This is an optimization exercise on Yosys and OpenROAD, whose aim is small area, not a production implementation. RTL that was checked went through simulation tests only; none was proved equivalent to the original. No functional check of the RTL was part of run 5. Power figures rest on the tool's default switching activity, not on a simulated workload. The clock port is modelled as an ideal driver; clocking choices that lean on that would not hold on a real chip.

`design/flow/flow/run.sh`:
```
#!/bin/bash
# Standard layout, with clock tree synthesis options of our own.
export CTS_ARGS="-sink_clustering_enable -repair_clock_nets -sink_clustering_size 30 -sink_clustering_max_diameter 100 -dont_use_dummy_load"
bash standard.sh > flow_standard.log 2>&1
```
`design/flow/standard.sh`:
```
#!/bin/bash
# synth_recipe.tcl (not shown) runs the flow's synth.tcl, then flattens the netlist and writes it again
# the make line also repeats each setting of config.mk as NAME=value (left out here)
make -C /OpenROAD-flow-scripts/flow DESIGN_CONFIG=/design/flow/config.mk WORK_HOME=/design/flow/orfs CLKGATE_MAP_FILE= SYNTH_SCRIPT=/design/flow/synth_recipe.tcl "${@:-finish}"
```
`design/flow/config.mk`:
```
export PLATFORM = sky130hd
export DESIGN_NAME = top_level
export DESIGN_NICKNAME = top_level
export VERILOG_FILES = /design/flow/design.v
export SDC_FILE = /design/flow/constraint.sdc
export NUM_CORES = 4
export LEC_CHECK = 0
export CAP_MARGIN = 20
export CORE_MARGIN = 2
export CORE_UTILIZATION = 70
export PLACE_DENSITY = 0.8
export SLEW_MARGIN = 20
```
`design/flow/constraint.sdc`:
```
create_clock -name core_clock -period 10.0 [get_ports {clk_100mhz}]
set_input_delay 2.0000 -clock core_clock [delete_from_list [all_inputs] [get_ports {clk_100mhz}]]
set_output_delay 2.0000 -clock core_clock [all_outputs]
set_load 0.01 [all_outputs]
```
`design/flow/design.v`:
```
package comms_pkg;
  localparam logic [7:0] OP_WRITE_ALL = 8'h00;
  localparam logic [7:0] OP_READ      = 8'h04;
  localparam int unsigned CLKS_PER_BIT_DEFAULT = 25;
  typedef enum logic [2:0] {
    StIdle,
    StHdr1,
    StHdr2,
    StWrite,
    StRead
  } ctrl_state_e;
  typedef enum logic [1:0] {
    TxStart,
    TxData,
    TxStop
  } tx_phase_e;
  typedef enum logic [2:0] {
    RxIdle,
    RxStart,
    RxData,
    RxStop,
    RxBreak
  } rx_state_e;
  function automatic int unsigned idx_width(input int unsigned n);
    if (n > 1) idx_width = $clog2(n);
    else       idx_width = 1;
  endfunction
endpackage
module uart_rx
#(
  parameter int unsigned CLKS_PER_BIT = comms_pkg::CLKS_PER_BIT_DEFAULT
) (
  input  logic       clk_i,
  input  logic       rst_ni,
  input  logic       rxd_i,
  output logic [7:0] byte_o,
  output logic       byte_valid_o
);
  localparam int unsigned     CntW     = comms_pkg::idx_width(CLKS_PER_BIT);
  localparam logic [CntW-1:0] BitLast  = CntW'(CLKS_PER_BIT - 1);
  localparam logic [CntW-1:0] HalfLast = CntW'(CLKS_PER_BIT / 2 - 1);
  logic            rx_meta_q;
  logic            rx_sync_q;
  comms_pkg::rx_state_e       state_q;
  logic [CntW-1:0] cnt_q;
  logic [2:0]      bit_q;
  logic [7:0]      shift_q;
  logic [7:0]      byte_q;
  logic            valid_q;
  always_ff @(posedge clk_i or negedge rst_ni) begin
    if (!rst_ni) begin
      rx_meta_q <= 1'b1;
      rx_sync_q <= 1'b1;
    end else begin
      rx_meta_q <= rxd_i;
      rx_sync_q <= rx_meta_q;
    end
  end
  always_ff @(posedge clk_i or negedge rst_ni) begin
    if (!rst_ni) begin
      state_q <= comms_pkg::RxIdle;
      valid_q <= 1'b0;
    end else begin
      valid_q <= 1'b0;
      unique case (state_q)
        comms_pkg::RxIdle: begin
          if (!rx_sync_q) begin
            state_q <= comms_pkg::RxStart;
          end
        end
        comms_pkg::RxStart: begin
          if (cnt_q == HalfLast) begin
            state_q <= rx_sync_q ? comms_pkg::RxIdle : comms_pkg::RxData;
          end
        end
        comms_pkg::RxData: begin
          if (cnt_q == BitLast && bit_q == 3'd7) begin
            state_q <= comms_pkg::RxStop;
          end
        end
        comms_pkg::RxStop: begin
          if (cnt_q == BitLast) begin
            if (rx_sync_q) begin
              valid_q <= 1'b1;
              state_q <= comms_pkg::RxIdle;
            end else begin
              state_q <= comms_pkg::RxBreak;
            end
          end
        end
        comms_pkg::RxBreak: begin
          if (rx_sync_q) begin
            state_q <= comms_pkg::RxIdle;
          end
        end
        default: state_q <= comms_pkg::RxIdle;
      endcase
    end
  end
  always_ff @(posedge clk_i) begin
    unique case (state_q)
      comms_pkg::RxIdle: begin
        cnt_q <= '0;
      end
      comms_pkg::RxStart: begin
        if (cnt_q == HalfLast) begin
          cnt_q <= '0;
          bit_q <= '0;
        end else begin
          cnt_q <= cnt_q + 1'b1;
        end
      end
      comms_pkg::RxData: begin
        if (cnt_q == BitLast) begin
          cnt_q   <= '0;
          shift_q <= {rx_sync_q, shift_q[7:1]};
          bit_q   <= bit_q + 1'b1;
        end else begin
          cnt_q <= cnt_q + 1'b1;
        end
      end
      comms_pkg::RxStop: begin
        if (cnt_q == BitLast) begin
          cnt_q <= '0;
          if (rx_sync_q) begin
            byte_q <= shift_q;
          end
        end else begin
          cnt_q <= cnt_q + 1'b1;
        end
      end
      default: ;
    endcase
  end
  assign byte_o       = byte_q;
  assign byte_valid_o = valid_q;
endmodule
module top_level
#(
  parameter int unsigned DATA_ADDRS   = 2,
  parameter int unsigned WORD_BYTES   = 128,
  parameter int unsigned CLKS_PER_BIT = comms_pkg::CLKS_PER_BIT_DEFAULT
) (
  input  logic clk_100mhz,
  input  logic sys_rst,
  input  logic uart_rxd,
  output logic uart_txd
);
  localparam int unsigned     SlotW   = comms_pkg::idx_width(WORD_BYTES);
  localparam int unsigned     CntW    = comms_pkg::idx_width(CLKS_PER_BIT);
  localparam logic [CntW-1:0] BitLast = CntW'(CLKS_PER_BIT - 1);
  logic [7:0] rx_byte;
  logic       rx_valid;
  uart_rx #(
    .CLKS_PER_BIT(CLKS_PER_BIT)
  ) u_uart_rx (
    .clk_i       (clk_100mhz),
    .rst_ni      (sys_rst),
    .rxd_i       (uart_rxd),
    .byte_o      (rx_byte),
    .byte_valid_o(rx_valid)
  );
  logic [WORD_BYTES-1:0] ring_q [2*8];
  logic [SlotW-1:0]      slot_q;      
  comms_pkg::ctrl_state_e state_q;
  logic             op_wr_q;
  logic             op_rd_q;
  logic [SlotW:0]   idx_q;
  logic             pend_q;       
  logic             valid_q;      
  logic [CntW-1:0]  tx_cnt_q;
  logic [3:0]       tx_pos_q;     
  logic [7:0]       tx_buf_q;
  logic             txd_q;
  logic [SlotW-1:0] slot_nxt;
  logic             hit_cur;      
  logic             hit_prev;     
  logic [7:0]       tap;
  always_comb begin
    slot_nxt = slot_q + 1'b1;
    hit_cur  = (slot_q == idx_q[SlotW-1:0]);
    hit_prev = (slot_nxt == idx_q[SlotW-1:0]);
    for (int b = 0; b < 8; b++) begin
      tap[b] = idx_q[SlotW] ? ring_q[8+b][WORD_BYTES-1] : ring_q[b][WORD_BYTES-1];
    end
  end
  always_ff @(posedge clk_100mhz) begin
    for (int w = 0; w < 2; w++) begin
      for (int b = 0; b < 8; b++) begin
        ring_q[w*8+b] <= {ring_q[w*8+b][WORD_BYTES-2:0],
                          (pend_q && hit_cur && (idx_q[SlotW] == w[0])) ? rx_byte[b]
                                                                         : ring_q[w*8+b][WORD_BYTES-1]};
      end
    end
  end
  always_ff @(posedge clk_100mhz or negedge sys_rst) begin
    if (!sys_rst) begin
      slot_q <= '0;
    end else begin
      slot_q <= slot_nxt;
    end
  end
  always_ff @(posedge clk_100mhz) begin
    for (int b = 0; b < 8; b++) begin
      if ((tx_pos_q > 4'(b)) ? hit_cur : hit_prev) begin
        tx_buf_q[b] <= tap[b];
      end
    end
  end
  always_ff @(posedge clk_100mhz or negedge sys_rst) begin
    if (!sys_rst) begin
      state_q <= comms_pkg::StIdle;
      pend_q  <= 1'b0;
      valid_q <= 1'b0;
      txd_q   <= 1'b1;
    end else begin
      if (pend_q && hit_cur) begin
        pend_q <= 1'b0;
      end
      unique case (state_q)
        comms_pkg::StIdle: begin
          if (rx_valid) begin
            state_q <= comms_pkg::StHdr1;
          end
        end
        comms_pkg::StHdr1: begin
          if (rx_valid) begin
            state_q <= comms_pkg::StHdr2;
          end
        end
        comms_pkg::StHdr2: begin
          if (rx_valid) begin
            if (op_wr_q) begin
              valid_q <= 1'b1;
              state_q <= comms_pkg::StWrite;
            end else if (op_rd_q) begin
              txd_q   <= 1'b0;
              state_q <= comms_pkg::StRead;
            end else begin
              state_q <= comms_pkg::StIdle;
            end
          end
        end
        comms_pkg::StWrite: begin
          if (rx_valid) begin
            pend_q <= 1'b1;
            if (&idx_q) begin
              state_q <= comms_pkg::StIdle;
            end
          end
        end
        comms_pkg::StRead: begin
          if (tx_cnt_q == BitLast) begin
            if (tx_pos_q == 4'd9) begin
              if (idx_q[SlotW-1:0] == '0) begin
                state_q <= comms_pkg::StIdle;
              end else begin
                txd_q <= 1'b0;
              end
            end else begin
              txd_q <= tx_pos_q[3] | (tx_buf_q[tx_pos_q[2:0]] & valid_q);
            end
          end
        end
        default: state_q <= comms_pkg::StIdle;
      endcase
    end
  end
  always_ff @(posedge clk_100mhz) begin
    if (pend_q && hit_cur) begin
      idx_q <= idx_q + 1'b1;
    end
    unique case (state_q)
      comms_pkg::StIdle: begin
        if (rx_valid) begin
          op_wr_q <= (rx_byte == comms_pkg::OP_WRITE_ALL);
          op_rd_q <= (rx_byte == comms_pkg::OP_READ);
        end
      end
      comms_pkg::StHdr1: begin
        if (rx_valid) begin
          idx_q    <= {rx_byte[0], {SlotW{1'b0}}};
          tx_pos_q <= 4'd9;
        end
      end
      comms_pkg::StHdr2: begin
        if (rx_valid) begin
          idx_q[SlotW] <= op_rd_q & idx_q[SlotW];
        end
        if (rx_valid && op_rd_q) begin
          idx_q[SlotW-1:0] <= idx_q[SlotW-1:0] + 1'b1;
          tx_cnt_q <= '0;
          tx_pos_q <= '0;
        end
      end
      comms_pkg::StRead: begin
        if (tx_cnt_q != BitLast) begin
          tx_cnt_q <= tx_cnt_q + 1'b1;
        end else begin
          tx_cnt_q <= '0;
          if (tx_pos_q == 4'd9) begin
            if (idx_q[SlotW-1:0] != '0) begin
              idx_q[SlotW-1:0] <= idx_q[SlotW-1:0] + 1'b1;
              tx_pos_q <= '0;
            end
          end else begin
            tx_pos_q <= tx_pos_q + 1'b1;
          end
        end
      end
      default: ;
    endcase
  end
  assign uart_txd = txd_q;
endmodule
```
==> impl_metrics.tcl, run 1 <==
set metrics [dict create \
    status "finished clean" \
    irDropWorstVdd_v 0.0002290 \
    final_core_util_pct 75.70 \
    synth.avg_cell_area_um2 18.78 \
    drt_first_pass_iters 5 \
    hold_buffers 0 \
    nNetsFinal 2473 \
    max_freq_mhz 269.0 \
    gp_congestion 0.7527 \
    arrival_ps 1720 \
    wl_per_cell_um 19.85 \
    area_delta_synth_final_pct 6.700 \
    fin_area_um2 47920 \
    critical_path_class "reg -> out" \
    clk_pin_slew_ps 110 \
    h-tree-depth 3 \
    cp_max_fo 2 \
    r2r-end "u_uart_rx.bit_q[0]$_SDFFCE_PN0P_" \
    p_switching_mw 2.347 \
    io_pins 4 \
    ys_ff_latch 2118 \
    fp.dieArea_um2 66210 \
    worstRegToRegCells 6 \
    synth_ff_type "dfxtp_1" \
    fin_tns_setup_ps 0 \
    endpoint_kind "output pin" \
    synth.largest_area_cell "dfxtp_1" \
    comb_power_share_pct 0.2 \
    holdPathStages 0 \
    design.core.area_um2 63310 \
    hold_viol_final 0 \
    finClkSkew_ps 69.87 \
    dp_hpwl_um 31670 \
    hold_start "ring_q[11][104]$_DFF_P_" \
    final_cell_mix "dfxtp_1, clkbuf_16, edfxtp_1" \
    swShare_pct 19.13 \
    cts_max_path_buffers 3 \
    drc 0 \
    vias_per_cell 4.693 \
    dpl_worst_slack_ps 6910 \
    power.density_nw_per_um2 256.0 \
    cts-root-buf "clkbuf_16" \
    synth_cells 2391 \
    cts_tree "built" \
    seqPwrFrac_pct 69.0 \
    maxSlewHeadroom_pct 36.76 \
    ys_warn_count 3 \
    clkPwrFrac_pct 30.8 \
    fin_crit_sh_pct 37.17 \
    synthTopCellsByArea "dfxtp_1, edfxtp_1, dfrtp_1" \
    p_leak_nw 18.99 \
    routed_wl_um 65610 \
    fp.dieH_um 257.3 \
    maxCapViolCount 0 \
    drv_slew 0 \
    cts-resized-gates 0 \
    setup-violations-final 0 \
    min_path_type "reg -> reg" \
    whs_endpoint "ring_q[11][105]$_DFF_P_" \
    grt_pass1_wl_um 102600 \
    critical_path.top_delay_family "flip-flops" \
    slowest_delay_ps 560 \
    cp_num_buf_inv 1 \
    place_area_um2 45920 \
    cp_cell_sequence "clkdlybuf4s50_1" \
    post-cts-setup-buffer-count 0 \
    grt_overflow 0 \
    numCtsBuffers 80 \
    antenna_left 0 \
    clk_latency_ps 660 \
    fin_crit_ps 3717 \
    start_kind "register" \
    synth-edff-count 43 \
    r2r_start "u_uart_rx.cnt_q[0]$_DFFE_PP_" \
    postSynth.asyncResetShare_pct 0.8971 \
    synth-seq-area-share_pct 95.58 \
    grt_pass1_vias 16840 \
    drt_iter0_drc 1019 \
    tightest_slew_ps 941.4 \
    die_w_um 257.3 \
    clkSinkCount 2118 \
    syn-num-nets 2403 \
    slowest_stage "dfstp_2" \
    grt_use_total_pct 20.50 \
    p_int_mw 9.920 \
    ys_types 63 \
    port_buffers 3 \
    vias 15520 \
    startpoint "txd_q$_DFFE_PN1P_" \
    syn_area_um2 44910 \
    critPathRequiredTime_ps 8000 \
    layout-drive-gt1-share_pct 5.002 \
    reg2reg_slack_ps 7280 \
    synth_top_cell_area_share_pct 91.64 \
    antenna_found_initial 2 \
    row_count 92 \
    grt_max_degree 31 \
    layout_commonest_cell "dfxtp_1" \
    rsz0062_at_grt "false" \
    initial_core_util_pct 70.94 \
    setup_ws_ps 6283 \
]
[power by group through the flow]
stage          Sequential, mW  Clock, mW  Combinational [mW]
2_1_floorplan            8.66          0              0.0117
3_3_place_gp             8.66          0              0.0144
3_5_place_dp             8.66          0              0.0203
4_1_cts                  8.47       3.84              0.0226
5_1_grt                  8.47       4.08              0.0240
6_report                 8.47       3.77              0.0231
[per-layer routing]
metal	GRT usage, %	routed length (µm)	vias up
li1	-	-	7576
met1	28.91	30610	7582
met2	33.33	31230	246
met3	3.260	2006	112
met4	6.182	1765	0
met5	0	0	-
[logic make-up after synthesis]
logic type               Yosys count  share of synthesized area [%]
AO/OA/AOI/OAI                     51                         0.8441
XOR/XNOR                          26                         0.6017
adder cells (fa/ha/maj)            9                         0.2507
buffers and inverters             33                         0.3259
flip-flops                      2118                          95.58
multiplexers                      40                          1.022
AND/OR/NAND/NOR                  114                          1.373
[stage by stage]
step	hold WS (ps)	power, mW	cells
after floorplan	309.6	8.669	2391
after global placement	309.8	8.674	3225
after detailed placement	312.1	8.683	3225
after CTS	281.4	12.33	3305
after global routing	285.6	12.58	3305
final	281.8	12.27	3306
[worst max-delay path by stage]
stage,depth (start not counted),endpoint
floorplan,0,uart_txd
global placement,1,valid_q$_DFFE_PN0P_
detailed placement,1,uart_txd
CTS,1,uart_txd
global route,1,uart_txd
finish,1,uart_txd
[cells in the mapped netlist (all sizes together), types with 3 or more instances]
| cell type | number |
|---|---|
| a21oi | 11 |
| and3 | 11 |
| clkbuf | 7 |
| nor3 | 9 |
| edfxtp | 43 |
| nand3 | 13 |
| nand4 | 5 |
| xnor2 | 12 |
| dfxtp | 2056 |
| inv | 18 |
| a21o | 3 |
| nor2 | 30 |
| buf | 8 |
| nand2 | 22 |
| mux2 | 27 |
| dfrtp | 16 |
| nor3b | 4 |
| nor4 | 5 |
| xor2 | 11 |
| dfstp | 3 |
| o22ai | 3 |
| o21ai | 8 |
| mux2i | 11 |
| ha | 9 |
| nand2b | 3 |
[sequential cells by signal, indices dropped and copies added, names as in the netlist, 3 cells and up]
| register | flops |
|---|---|
| idx_q | 8 |
| ring_q | 2048 |
| slot_q | 7 |
| state_q | 3 |
| tx_buf_q | 8 |
| tx_cnt_q | 5 |
| tx_pos_q | 4 |
| u_uart_rx.bit_q | 3 |
| u_uart_rx.byte_q | 8 |
| u_uart_rx.cnt_q | 5 |
| u_uart_rx.shift_q | 8 |
| u_uart_rx.state_q | 3 |
[cell type report]
cell class                 count  area, µm²
multi-input combinational    240       1838
sequential                  2118      42930
tap                          846       1059
fill                        3154      15390
timing repair buffer           3      25.02
antenna                        1      2.502
clock buffer                  80       2002
inverter                      18      67.56
==> inputs of run 2 (changes only) <==
==> design/flow/flow/run.sh (replaced) <==
#!/bin/bash
# Standard layout, with clock tree synthesis options of our own.
export CTS_ARGS="-sink_clustering_enable -repair_clock_nets -sink_clustering_size 26 -sink_clustering_max_diameter 80 -dont_use_dummy_load"
bash standard.sh > flow_standard.log 2>&1
==> run 2 against run 1 <==
Hold slack improved by 12 ps. Cell area increased by 0.57%. First-iteration DRC count increased by 2.5%. Via count up 1.1%. Largest power group unchanged.
==> impl_metrics.tcl, run 2 <==
set metrics [dict create \
    status "finished clean" \
    clkSinkCount 2118 \
    top_register "ring_q" \
    hold_viol_final 0 \
    synth.largest_area_cell "dfxtp_1" \
    fin_crit_sh_pct 37.28 \
    power.density_nw_per_um2 259.7 \
    synth_commonest_cells "dfxtp_1, edfxtp_1, nor2_1" \
    cts-resized-gates 0 \
    critPathRequiredTime_ps 8000 \
    initial_core_util_pct 70.94 \
    reg2reg_slack_ps 7200 \
    p_leak_nw 19.13 \
    synth-seq-area-share_pct 95.58 \
    vias 15690 \
    gp_congestion 0.7527 \
    finClkSkew_ps 65.20 \
    drv_slew 0 \
    maxSlewHeadroom_pct 33.96 \
    cts_tree "built" \
    h-tree-depth 3 \
    min_path_type "reg -> reg" \
    nNetsFinal 2484 \
    fin_crit_ps 3728 \
    cts-root-buf "clkbuf_16" \
    area_delta_synth_final_pct 7.307 \
    grt_pass1_vias 17350 \
    largest_reg_flops 2048 \
    cp_num_buf_inv 1 \
    routed_wl_um 67690 \
    ys_warn_count 3 \
    grt_max_degree 27 \
    drt_first_pass_iters 5 \
    ys_ff_latch 2118 \
    r2r_start "u_uart_rx.cnt_q[0]$_DFFE_PP_" \
    setup_ws_ps 6272 \
    cp_max_fo 2 \
    startpoint "txd_q$_DFFE_PN1P_" \
    maxCapViolCount 0 \
    cp.depth 1 \
    dp_hpwl_um 31670 \
    fp.dieH_um 257.3 \
    grt_use_total_pct 21.26 \
    grt_pass1_wl_um 105900 \
    arrival_ps 1730 \
    insertedDiodeCount 0 \
    synth_ff_type "dfxtp_1" \
    slowest_stage "clkdlybuf4s50_1" \
    multiInputGateArea_um2 1838 \
    rsz0062_at_grt "false" \
    critical_path.top_delay_family "buffers and inverters" \
    wl_per_cell_um 20.41 \
    synth_top_cell_area_share_pct 91.64 \
    drc 0 \
    ys_types 63 \
    synthTopCellsByArea "dfxtp_1, edfxtp_1, dfrtp_1" \
    synth_cells 2391 \
    post-cts-setup-buffer-count 0 \
    layout-drive-gt1-share_pct 5.425 \
    io_pins 4 \
    row_count 92 \
    worstRegToRegCells 6 \
    final_cell_mix "dfxtp_1, clkbuf_16, edfxtp_1" \
    start_kind "register" \
    irDropWorstVdd_v 0.0001997 \
    yosysMostFrequentCell "dfxtp_1" \
    design.core.area_um2 63310 \
    postSynth.asyncResetShare_pct 0.8971 \
    port_buffers 3 \
    numCtsBuffers 91 \
    antenna_found_initial 8 \
    syn_area_um2 44910 \
    synth.avg_cell_area_um2 18.78 \
    max_freq_mhz 268.2 \
    slowest_delay_ps 560 \
    tightest_slew_ps 983.0 \
    crit_end "uart_txd" \
    hold_buffers 0 \
    syn-num-nets 2403 \
    fp.dieArea_um2 66210 \
    drt_iter0_drc 1044 \
    r2r-end "u_uart_rx.bit_q[0]$_SDFFCE_PN0P_" \
    synth-edff-count 43 \
    place_area_um2 45920 \
    die_w_um 257.3 \
    dpl_worst_slack_ps 6910 \
    fin_tns_setup_ps 0 \
    setup-violations-final 0 \
    cts_max_path_buffers 3 \
    layout_commonest_cell "dfxtp_1" \
    vias_per_cell 4.732 \
    clk_latency_ps 680 \
    antenna_left 0 \
    critical_path_class "reg -> out" \
    clk_pin_slew_ps 90 \
    grt_overflow 0 \
    cp_cell_sequence "clkdlybuf4s50_1" \
    seqCellArea_um2 42930 \
    fin_area_um2 48200 \
    fillers 3142 \
    fin_hold_ws_ps 293.7 \
    endpoint_kind "output pin" \
]
==> run 2: cell counts after synthesis <==
No cell type changed its count.
==> run 2: worst min-delay path by stage <==
| stage | start | end | slack (ps) | cells past startpoint |
|---|---|---|---|---|
| detailed placement | ring_q[13][124]$_DFF_P_ | ring_q[13][125]$_DFF_P_ | 310 | 0 |
| global route | ring_q[11][104]$_DFF_P_ | ring_q[11][105]$_DFF_P_ | 290 | 0 |
| finish | ring_q[11][104]$_DFF_P_ | ring_q[11][105]$_DFF_P_ | 290 | 0 |
| floorplan | ring_q[0][99]$_DFF_P_ | ring_q[0][100]$_DFF_P_ | 310 | 0 |
| CTS | ring_q[11][104]$_DFF_P_ | ring_q[11][105]$_DFF_P_ | 290 | 0 |
| global placement | ring_q[3][122]$_DFF_P_ | ring_q[3][123]$_DFF_P_ | 310 | 0 |
==> run 2: area by class of cell <==
| type | instances | area share, % |
|---|---|---|
| flip-flops and latches | 2118 | 89.07 |
| clock buffers | 91 | 4.725 |
| multi-input cells | 240 | 3.814 |
| well taps | 846 | 2.196 |
| inverters | 18 | 0.1402 |
| repair buffers | 3 | 0.05192 |
==> run 2: per-layer routing <==
layer  global-route usage [%]  part of all wire [%]
met1                    29.27                    45
met2                    35.21                    49
met3                    3.507                   3.2
met4                    6.487                   2.8
met5                        0                 0.012
==> run 2: through the flow <==
stage / utilization [%] / cells / total power, mW
global route: 76.13 / 3316 / 12.84
global placement: 72.54 / 3225 / 8.674
floorplan: - / 2391 / 8.669
CTS: 76.13 / 3316 / 12.58
finish: 76.13 / 3316 / 12.51
detailed placement: 72.53 / 3225 / 8.683
==> run 2: cell families (layout without fill, tap and decap cells) <==
logic type                 count (synthesis)  count (layout)  share of synthesized area [%]
DFF                                     2118            2118                          95.58
and+or+nand+nor                          114             114                          1.373
AOI/OAI and AO/OA                         51              51                         0.8441
muxes                                     40              40                          1.022
buffers and inverters                     33             112                         0.3259
xor gates and xnor gates                  26              26                         0.6017
adders and majority gates                  9               9                         0.2507
==> run 2: report_power, final <==
part           switching, mW  internal (mW)  leakage, nW
sequential           0.00897           8.46         17.2
combinational         0.0170        0.00786        0.837
clock                   2.38           1.64         1.12
total                   2.41           10.1         19.1
==> inputs of run 3 (changes only) <==
==> design/flow/flow/run.sh (replaced) <==
#!/bin/bash
# Standard layout, with clock tree synthesis options of our own.
export CTS_ARGS="-sink_clustering_enable -repair_clock_nets -sink_clustering_size 34 -sink_clustering_max_diameter 50 -dont_use_dummy_load"
bash standard.sh > flow_standard.log 2>&1
--- a/design/flow/config.mk
+++ b/design/flow/config.mk
@@ -6,7 +6,8 @@
 export NUM_CORES = 4
 export LEC_CHECK = 0
+export ABC_AREA = 1
 export CAP_MARGIN = 20
 export CORE_MARGIN = 2
-export CORE_UTILIZATION = 70
-export PLACE_DENSITY = 0.8
+export CORE_UTILIZATION = 80
+export PLACE_DENSITY = 0.9
 export SLEW_MARGIN = 20
==> run 3 against run 2 <==
Synthesized area increased by 0.80%. The flow now stops in clock tree synthesis. Synthesized cell count up 8.4%.
==> impl_metrics.tcl, run 3 <==
set metrics [dict create \
    status "did not finish" \
    lastStage "clock tree synthesis" \
    toolErrorMsg "[ERROR DPL-0033] detailed placement checks failed during check placement." \
    cts-resized-gates 0 \
    initial_core_util_pct 80.60 \
    io_pins 4 \
    synth-edff-count 43 \
    synth_commonest_cells "dfxtp_1, nand2_1, inv_1" \
    place_area_um2 46180 \
    cts-root-buf "clkbuf_16" \
    dp_hpwl_um 56350 \
    ys_ff_latch 2118 \
    syn-num-nets 2605 \
    synth_ff_type "dfxtp_1" \
    syn_area_um2 45270 \
    row_count 87 \
    ys_types 44 \
    h-tree-depth 3 \
    synth-seq-area-share_pct 94.82 \
    postSynth.asyncResetShare_pct 0.8971 \
    synth.avg_cell_area_um2 17.46 \
    die_w_um 241.9 \
    post-cts-setup-buffer-count 0 \
    fp.dieH_um 241.9 \
    cts_max_path_buffers 3 \
    gp_congestion 0.8284 \
    yosysMostFrequentCell "dfxtp_1" \
    hold_buffers 0 \
    synth_top_cell_area_share_pct 90.91 \
    clkSinkCount 2118 \
    ys_warn_count 3 \
    synth_cells 2593 \
    synth.largest_area_cell "dfxtp_1" \
    synthTopCellsByArea "dfxtp_1, edfxtp_1, nand2_1" \
    numCtsBuffers 96 \
    port_buffers 3 \
]
run 3: cell types whose count changed after synthesis, sizes merged, moves of 5 or more:
cell,delta
xnor2,-7
inv,+50
mux2i,-11
a21oi,-5
nor2,+15
nand3,+39
mux2,-27
nand2,+165
and3,-11
o21ai,+40
run 3: worst max-delay path by stage:
stage,depth (start not counted),endpoint,slack [ps],startpoint
2_1_floorplan,0,uart_txd,7470,txd_q$_DFFE_PN1P_
3_3_place_gp,1,u_uart_rx.state_q[0]$_DFFE_PN0P_,6610,sys_rst
3_5_place_dp,1,uart_txd,6930,txd_q$_DFFE_PN1P_
run 3: cell families after synthesis:
| family | after synthesis | share of synthesized area, % |
|---|---|---|
| flops | 2118 | 94.82 |
| xor+xnor | 16 | 0.3261 |
| compound gates | 60 | 0.8346 |
| buf+inv | 78 | 0.7379 |
| fa+ha+maj | 9 | 0.2487 |
| simple gates | 312 | 3.032 |
run 3: power by group through the flow:
stage	Sequential, mW	Combinational [mW]	Clock (mW)
3_3_place_gp	8.74	0.241	0
3_5_place_dp	8.76	0.318	0
2_1_floorplan	8.73	0.190	0
run 3: metrics by stage:
stage / cells / utilization (%) / power, mW / hold slack, ps / worst slack [ps]
global placement: 3343 / 82.22 / 8.984 / 310.7 / 6608
floorplan: 2593 / - / 8.920 / 309.6 / 7471
detailed placement: 3343 / 82.22 / 9.076 / 312.1 / 6931
==> inputs of run 4 (changes only) <==
==> design/flow/flow/run.sh (replaced) <==
#!/bin/bash
# Standard layout, with clock tree synthesis options of our own.
export CTS_ARGS="-sink_clustering_enable -repair_clock_nets -sink_clustering_size 30 -sink_clustering_max_diameter 60 -dont_use_dummy_load"
bash standard.sh > flow_standard.log 2>&1
--- a/design/flow/config.mk
+++ b/design/flow/config.mk
@@ -6,8 +6,7 @@
 export NUM_CORES = 4
 export LEC_CHECK = 0
-export ABC_AREA = 1
 export CAP_MARGIN = 20
 export CORE_MARGIN = 2
-export CORE_UTILIZATION = 80
-export PLACE_DENSITY = 0.9
+export CORE_UTILIZATION = 70
+export PLACE_DENSITY = 0.8
 export SLEW_MARGIN = 20
==> run 4 against run 3 <==
Synthesized cell count is 7.8% lower. The run now finishes clean. Synthesized area is 0.80% lower.
==> impl_metrics.tcl, run 4 <==
set metrics [dict create \
    routed_wl_um 66850 \
    grt_pass1_vias 16920 \
    gp_congestion 0.7527 \
    syn_area_um2 44910 \
    antenna_found_initial 5 \
    slowest_stage "clkdlybuf4s50_1" \
    cp_max_fo 2 \
    vias_per_cell 4.713 \
    initial_core_util_pct 70.94 \
    drt_first_pass_iters 5 \
    multiInputGateArea_um2 1838 \
    p_leak_nw 19.03 \
    power.density_nw_per_um2 256.7 \
    grt_use_total_pct 20.95 \
    cp_num_buf_inv 1 \
    grt_overflow 0 \
    clk_latency_ps 670 \
    row_count 92 \
    critical_path.top_delay_family "buffers and inverters" \
    io_pins 4 \
    start_kind "register" \
    maxSlewHeadroom_pct 37.36 \
    drc 0 \
    hold_viol_final 0 \
    setup_ws_ps 6322 \
    synth.largest_area_cell "dfxtp_1" \
    area_delta_synth_final_pct 6.861 \
    synth_ff_type "dfxtp_1" \
    irDropWorstVdd_v 0.0002269 \
    numCtsBuffers 83 \
    synth_cells 2391 \
    synth_top_cell_area_share_pct 91.64 \
    clk_pin_slew_ps 100 \
    hold_buffers 0 \
    fp.dieH_um 257.3 \
    fin_crit_ps 3678 \
    status "finished clean" \
    vias 15590 \
    ys_ff_latch 2118 \
    fillers 3171 \
    wl_per_cell_um 20.21 \
    synth-seq-area-share_pct 95.58 \
    insertedDiodeCount 0 \
    setup-violations-final 0 \
    reg2reg_slack_ps 7150 \
    synthTopCellsByArea "dfxtp_1, edfxtp_1, dfrtp_1" \
    grt_max_degree 31 \
    layout-drive-gt1-share_pct 5.118 \
    drv_slew 0 \
    seqCellArea_um2 42930 \
    ys_types 63 \
    worstRegToRegCells 6 \
    antenna_left 0 \
    die_w_um 257.3 \
    layout_commonest_cell "dfxtp_1" \
    top_register "ring_q" \
    fin_tns_setup_ps 0 \
    port_buffers 3 \
    largest_reg_flops 2048 \
    ys_warn_count 3 \
    arrival_ps 1680 \
    cp_cell_sequence "clkdlybuf4s50_1" \
    synth.avg_cell_area_um2 18.78 \
    nNetsFinal 2476 \
    synth_commonest_cells "dfxtp_1, edfxtp_1, nor2_1" \
    syn-num-nets 2403 \
    final_cell_mix "dfxtp_1, clkbuf_16, edfxtp_1" \
    max_freq_mhz 271.9 \
    tightest_slew_ps 926.9 \
    slowest_delay_ps 560 \
    min_path_type "reg -> reg" \
    yosysMostFrequentCell "dfxtp_1" \
    dpl_worst_slack_ps 6910 \
    drt_iter0_drc 1054 \
    fin_crit_sh_pct 36.78 \
    critical_path_class "reg -> out" \
    maxCapViolCount 0 \
    cts-resized-gates 0 \
    rsz0062_at_grt "false" \
    design.core.area_um2 63310 \
    clkSinkCount 2118 \
    cts_tree "built" \
    finClkSkew_ps 78.83 \
    whs_endpoint "ring_q[13][114]$_DFF_P_" \
    dp_hpwl_um 31670 \
    fp.dieArea_um2 66210 \
    holdPathStages 0 \
    post-cts-setup-buffer-count 0 \
    r2r_start "u_uart_rx.cnt_q[0]$_DFFE_PP_" \
    synth-edff-count 43 \
    postSynth.asyncResetShare_pct 0.8971 \
    r2r-end "u_uart_rx.bit_q[2]$_SDFFCE_PN0P_" \
    cts_max_path_buffers 3 \
    endpoint_kind "output pin" \
    hold_start "ring_q[13][113]$_DFF_P_" \
    cts-root-buf "clkbuf_16" \
    h-tree-depth 3 \
    grt_pass1_wl_um 104300 \
    critPathRequiredTime_ps 8000 \
]
run 4: cells by family after synthesis:
group	after synthesis	share of synthesized area [%]
adders and majority gates	9	0.2507
buffers and inverters	33	0.3259
AOI/OAI and AO/OA	51	0.8441
muxes	40	1.022
and+or+nand+nor	114	1.373
DFF	2118	95.58
xor gates and xnor gates	26	0.6017
run 4: cell type report:
class                           instances  area share [%]
Tap cell                              846           2.205
Multi-Input combinational cell        240           3.830
Clock buffer                           83           4.327
Sequential cell                      2118           89.44
Timing Repair Buffer                    3         0.05214
Inverter                               18          0.1408
run 4: how the worst max path moves through the flow:
| stage | startpoint | to | cells past startpoint | slack, ps |
|---|---|---|---|---|
| after global routing | txd_q$_DFFE_PN1P_ | uart_txd | 1 | 6260 |
| after floorplan | txd_q$_DFFE_PN1P_ | uart_txd | 0 | 7470 |
| final | txd_q$_DFFE_PN1P_ | uart_txd | 1 | 6320 |
| after CTS | txd_q$_DFFE_PN1P_ | uart_txd | 1 | 6270 |
| after global placement | sys_rst | valid_q$_DFFE_PN0P_ | 1 | 6610 |
| after detailed placement | txd_q$_DFFE_PN1P_ | uart_txd | 1 | 6910 |
run 4: worst register-to-register path, cell delays in order, from the launching register on:
cell and delay (ps):
edfxtp_1 500, ha_1 320, nor4bb_1 840, nand2_1 220, nor2_1 190, a21oi_1 90, nor2_1 330
run 4: per-stage QoR:
stage               area, µm²  instances  utilization (%)  hold WS [ps]  total power [mW]
floorplan               44910       2391                -         309.6             8.669
global placement        45920       3225            72.54         309.8             8.674
detailed placement      45920       3225            72.53         312.1             8.683
CTS                     48000       3308            75.81         277.5             12.38
global route            48000       3308            75.81         275.5             12.64
finish                  48000       3308            75.81         281.3             12.32
run 4: layer usage:
metal / wire [µm] / global-route usage, % / vias to the layer above
li1: - / - / 7588
met1: 30210 / 28.88 / 7615
met2: 32590 / 34.67 / 267
met3: 2325 / 3.526 / 122
met4: 1725 / 6.230 / 0
met5: 0 / 0 / -
run 4: where the power goes:
group / internal, mW / switching, mW
Combinational: 0.00766 / 0.0144
Clock: 1.50 / 2.33
Sequential: 8.46 / 0.00964
Total: 9.97 / 2.35
==> inputs of run 5 (changes only) <==
--- a/design/flow/design.v
+++ b/design/flow/design.v
@@ -164,20 +164,17 @@
   logic [SlotW-1:0]      slot_q;      
   comms_pkg::ctrl_state_e state_q;
-  logic             op_wr_q;
-  logic             op_rd_q;
   logic [SlotW:0]   idx_q;
   logic             pend_q;       
   logic             valid_q;      
   logic [CntW-1:0]  tx_cnt_q;
-  logic [3:0]       tx_pos_q;     
+  logic [3:0]       tx_pos_q;
   logic [7:0]       tx_buf_q;
   logic             txd_q;
   logic [SlotW-1:0] slot_nxt;
-  logic             hit_cur;      
+  logic             hit_cur_q;    
   logic             hit_prev;     
   logic [7:0]       tap;
   always_comb begin
     slot_nxt = slot_q + 1'b1;
-    hit_cur  = (slot_q == idx_q[SlotW-1:0]);
     hit_prev = (slot_nxt == idx_q[SlotW-1:0]);
     for (int b = 0; b < 8; b++) begin
@@ -189,5 +186,5 @@
       for (int b = 0; b < 8; b++) begin
         ring_q[w*8+b] <= {ring_q[w*8+b][WORD_BYTES-2:0],
-                          (pend_q && hit_cur && (idx_q[SlotW] == w[0])) ? rx_byte[b]
+                          (pend_q && hit_cur_q && (idx_q[SlotW] == w[0])) ? rx_byte[b]
                                                                          : ring_q[w*8+b][WORD_BYTES-1]};
       end
@@ -202,6 +199,9 @@
   end
   always_ff @(posedge clk_100mhz) begin
+    hit_cur_q <= hit_prev;
+  end
+  always_ff @(posedge clk_100mhz) begin
     for (int b = 0; b < 8; b++) begin
-      if ((tx_pos_q > 4'(b)) ? hit_cur : hit_prev) begin
+      if ((tx_pos_q > 4'(b)) ? hit_cur_q : hit_prev) begin
         tx_buf_q[b] <= tap[b];
       end
@@ -215,5 +215,5 @@
       txd_q   <= 1'b1;
     end else begin
-      if (pend_q && hit_cur) begin
+      if (pend_q && hit_cur_q) begin
         pend_q <= 1'b0;
       end
@@ -231,8 +231,8 @@
         comms_pkg::StHdr2: begin
           if (rx_valid) begin
-            if (op_wr_q) begin
+            if (tx_pos_q[1]) begin
               valid_q <= 1'b1;
               state_q <= comms_pkg::StWrite;
-            end else if (op_rd_q) begin
+            end else if (tx_pos_q[0]) begin
               txd_q   <= 1'b0;
               state_q <= comms_pkg::StRead;
@@ -268,5 +268,5 @@
   end
   always_ff @(posedge clk_100mhz) begin
-    if (pend_q && hit_cur) begin
+    if (pend_q && hit_cur_q) begin
       idx_q <= idx_q + 1'b1;
     end
@@ -274,6 +274,5 @@
       comms_pkg::StIdle: begin
         if (rx_valid) begin
-          op_wr_q <= (rx_byte == comms_pkg::OP_WRITE_ALL);
-          op_rd_q <= (rx_byte == comms_pkg::OP_READ);
+          tx_pos_q <= {2'b10, rx_byte == comms_pkg::OP_WRITE_ALL, rx_byte == comms_pkg::OP_READ};
         end
       end
@@ -281,12 +280,11 @@
         if (rx_valid) begin
           idx_q    <= {rx_byte[0], {SlotW{1'b0}}};
-          tx_pos_q <= 4'd9;
         end
       end
       comms_pkg::StHdr2: begin
         if (rx_valid) begin
-          idx_q[SlotW] <= op_rd_q & idx_q[SlotW];
+          idx_q[SlotW] <= tx_pos_q[0] & idx_q[SlotW];
         end
-        if (rx_valid && op_rd_q) begin
+        if (rx_valid && tx_pos_q[0]) begin
           idx_q[SlotW-1:0] <= idx_q[SlotW-1:0] + 1'b1;
           tx_cnt_q <= '0;
==> design/flow/flow/run.sh (replaced) <==
#!/bin/bash
# Standard layout, with clock tree synthesis options of our own.
export CTS_ARGS="-sink_clustering_enable -repair_clock_nets -sink_clustering_size 36 -sink_clustering_max_diameter 45 -dont_use_dummy_load"
bash standard.sh > flow_standard.log 2>&1
==> run 5 against run 4 <==
Via count increased by 2.9%. First-iteration DRC count increased by 2.6%. Worst setup slack got worse by 110 ps. Still clean. Non-clock buffer count unchanged. Critical path type unchanged. Highest routed layer unchanged.
==> impl_metrics.tcl, run 5 <==
set metrics [dict create \
    top_usage_layer "met2" \
    irDropWorstVdd_v 0.0001871 \
    largest_reg_flops 2048 \
    synth_compound_gate_area_share_pct 1.044 \
    grt_pass1_wl_um 112500 \
    port_buffers 3 \
    cp.depth 1 \
    final_cell_mix "dfxtp_1, clkbuf_16, edfxtp_1" \
    setup-violations-final 0 \
    final_core_util_pct 77.76 \
    synthTopCellsByArea "dfxtp_1, edfxtp_1, dfrtp_1" \
    layout_commonest_cell "dfxtp_1" \
    antenna_left 0 \
    dp_hpwl_um 33210 \
    fin_tns_setup_ps 0 \
    synth-seq-area-share_pct 95.44 \
    design.core.area_um2 63310 \
    dpl_worst_slack_ps 6713 \
    ys_types 74 \
    wl_per_cell_um 21.65 \
    slowest_stage "clkdlybuf4s50_1" \
    drt_first_pass_iters 7 \
    vias_per_cell 4.782 \
    grt_use_total_pct 22.95 \
    top_register "ring_q" \
    rsz0062_at_grt "false" \
    critPathRequiredTime_ps 8000 \
    cts-resized-gates 0 \
    synth_ff_type "dfxtp_1" \
    synth_cells 2394 \
    arrival_ps 1790 \
    fillers 3009 \
    layout-drive-gt1-share_pct 6.932 \
    area_delta_synth_final_pct 9.553 \
    synth-edff-count 41 \
    startpoint "txd_q$_DFFE_PN1P_" \
    grt_use_met1_pct 29.49 \
    synth_xor_xnor_area_share_pct 0.5708 \
    met2_usage_pct 39.85 \
    setup_ws_ps 6208 \
    vias 16050 \
    initial_core_util_pct 70.98 \
    cp_num_buf_inv 1 \
    nNetsFinal 2524 \
    synth.largest_area_cell "dfxtp_1" \
    cts-root-buf "clkbuf_16" \
    slowest_delay_ps 610 \
    synthMuxAreaShare_pct 0.8464 \
    grt_pass1_vias 18000 \
    synth_commonest_cells "dfxtp_1, edfxtp_1, nor2_1" \
    ys_ff_latch 2117 \
    yosysMostFrequentCell "dfxtp_1" \
    gp_congestion 0.7141 \
    postSynth.asyncResetShare_pct 0.8975 \
    clk_pin_slew_ps 70 \
    drt_iter0_drc 1081 \
    drv_slew 0 \
    grt_max_degree 29 \
    hold_start "ring_q[4][84]$_DFF_P_" \
    met3_usage_pct 4.255 \
    tightest_slew_ps 904.5 \
    holdPathStages 0 \
    synth_top_family_by_area "simple AND/OR/NAND/NOR gates" \
    hold_viol_final 0 \
    synth_top_cell_area_share_pct 91.64 \
    fin_crit_ps 3792 \
    row_count 92 \
    io_pins 4 \
    grt_overflow 0 \
    cp_max_fo 2 \
    maxSlewHeadroom_pct 39.70 \
    critical_path_class "reg -> out" \
    routed_wl_um 72670 \
    cts_max_path_buffers 3 \
    syn_area_um2 44940 \
    insertedDiodeCount 0 \
    min_path_type "reg -> reg" \
    fp.dieArea_um2 66240 \
    syn-num-nets 2406 \
    power.density_nw_per_um2 273.5 \
    fin_crit_sh_pct 37.92 \
    p_leak_nw 19.63 \
    worstRegToRegCells 4 \
    die_w_um 257.4 \
    critical_path.top_delay_family "buffers and inverters" \
    max_freq_mhz 263.7 \
    fp.dieH_um 257.4 \
    cp_cell_sequence "clkdlybuf4s50_1" \
    yosys.area_share.simple_pct 1.420 \
    r2r_start "tx_pos_q[0]$_DFFE_PP_" \
    cts_tree "built" \
    finClkSkew_ps 86.15 \
    yosys.area_share.adder_pct 0.2506 \
    endpoint_kind "output pin" \
    numCtsBuffers 133 \
    maxCapViolCount 0 \
    hold_buffers 0 \
    clk_latency_ps 710 \
    drc 0 \
    antenna_found_initial 4 \
    ys_warn_count 3 \
    synth.avg_cell_area_um2 18.77 \
    h-tree-depth 4 \
    post-cts-setup-buffer-count 0 \
    clkSinkCount 2117 \
    status "finished clean" \
    start_kind "register" \
]
## run 5: layout make-up
class | instances | area [µm²] | share of cell area (%)
Tap cell | 846 | 1059 | 2.150
Multi-Input combinational cell | 238 | 1857 | 3.772
Sequential cell | 2117 | 42890 | 87.12
Timing Repair Buffer | 3 | 25.02 | 0.05083
Clock buffer | 133 | 3328 | 6.761
Inverter | 19 | 71.32 | 0.1449
## run 5: logic make-up (layout without fill, tap and decap cells)
kind of cell | Yosys count | after routing
flip-flops | 2117 | 2117
XOR/XNOR | 26 | 26
adder cells (fa/ha/maj) | 9 | 9
multiplexers | 32 | 32
buffers and inverters | 39 | 155
AO/OA/AOI/OAI | 66 | 66
AND/OR/NAND/NOR | 105 | 105
## run 5: final timing paths
check / end / slack [ps]
max: uart_txd / 6210
min: ring_q[4][85]$_DFF_P_ / 270
max reg2reg: txd_q$_DFFE_PN1P_ / 7630
min reg2reg: ring_q[4][85]$_DFF_P_ / 270
max in group asynchronous: state_q[2]$_DFFE_PN0P_ / 8320
min in group asynchronous: u_uart_rx.state_q[1]$_DFFE_PN0P_ / 1240
## run 5: layer usage
layer	wire length (µm)	share of wire, %
met1	30890	43
met3	2455	3.4
met5	0	0
met4	1757	2.4
met2	37560	52
## run 5: stage by stage
stage	cell area [µm²]	instances	hold slack, ps	total power, mW
2_1_floorplan	44940	2394	309.6	8.699
3_3_place_gp	45910	3223	309.6	8.703
3_5_place_dp	45910	3223	312.1	8.718
4_1_cts	49230	3356	266.2	13.55
5_1_grt	49230	3356	261.4	13.82
6_report	49230	3356	271.3	13.46
## run 5: power breakdown
part	total [mW]	switching (mW)	internal (mW)	leakage, nW
Clock	4.93	2.57	2.36	1.64
Combinational	0.0598	0.0395	0.0204	0.838
Sequential	8.48	0.0194	8.46	17.2

## what the ideal ports hide
The results above use ideal ports. As a check the final layouts listed here were re-extracted and re-timed, cells and wires unchanged.
Step 1: set_driving_cell puts a clkbuf_16 on clk_100mhz and a buf_2 on each other input, an assumption about the parent block.
Step 2 moves the port delays by t, midway between the first and last clock arrival at a register: inputs arrive t later, outputs are due t later. That takes back most of the time a late clock gives input paths.
Slacks: ideal ports / drivers / drivers and shift; pairs: ideal ports / drivers.
run	t (ns)	setup slack, ns	latest minus earliest clock arrival (ns)
run 1	0.702	6.283 / 6.216 / 6.918	0.093 / 0.093
run 2	0.708	6.272 / 6.203 / 6.911	0.078 / 0.079
run 4	0.690	6.322 / 6.254 / 6.943	0.092 / 0.091
run 5	0.742	6.208 / 6.144 / 6.886	0.101 / 0.101
After both steps setup and hold are still met in every run listed.
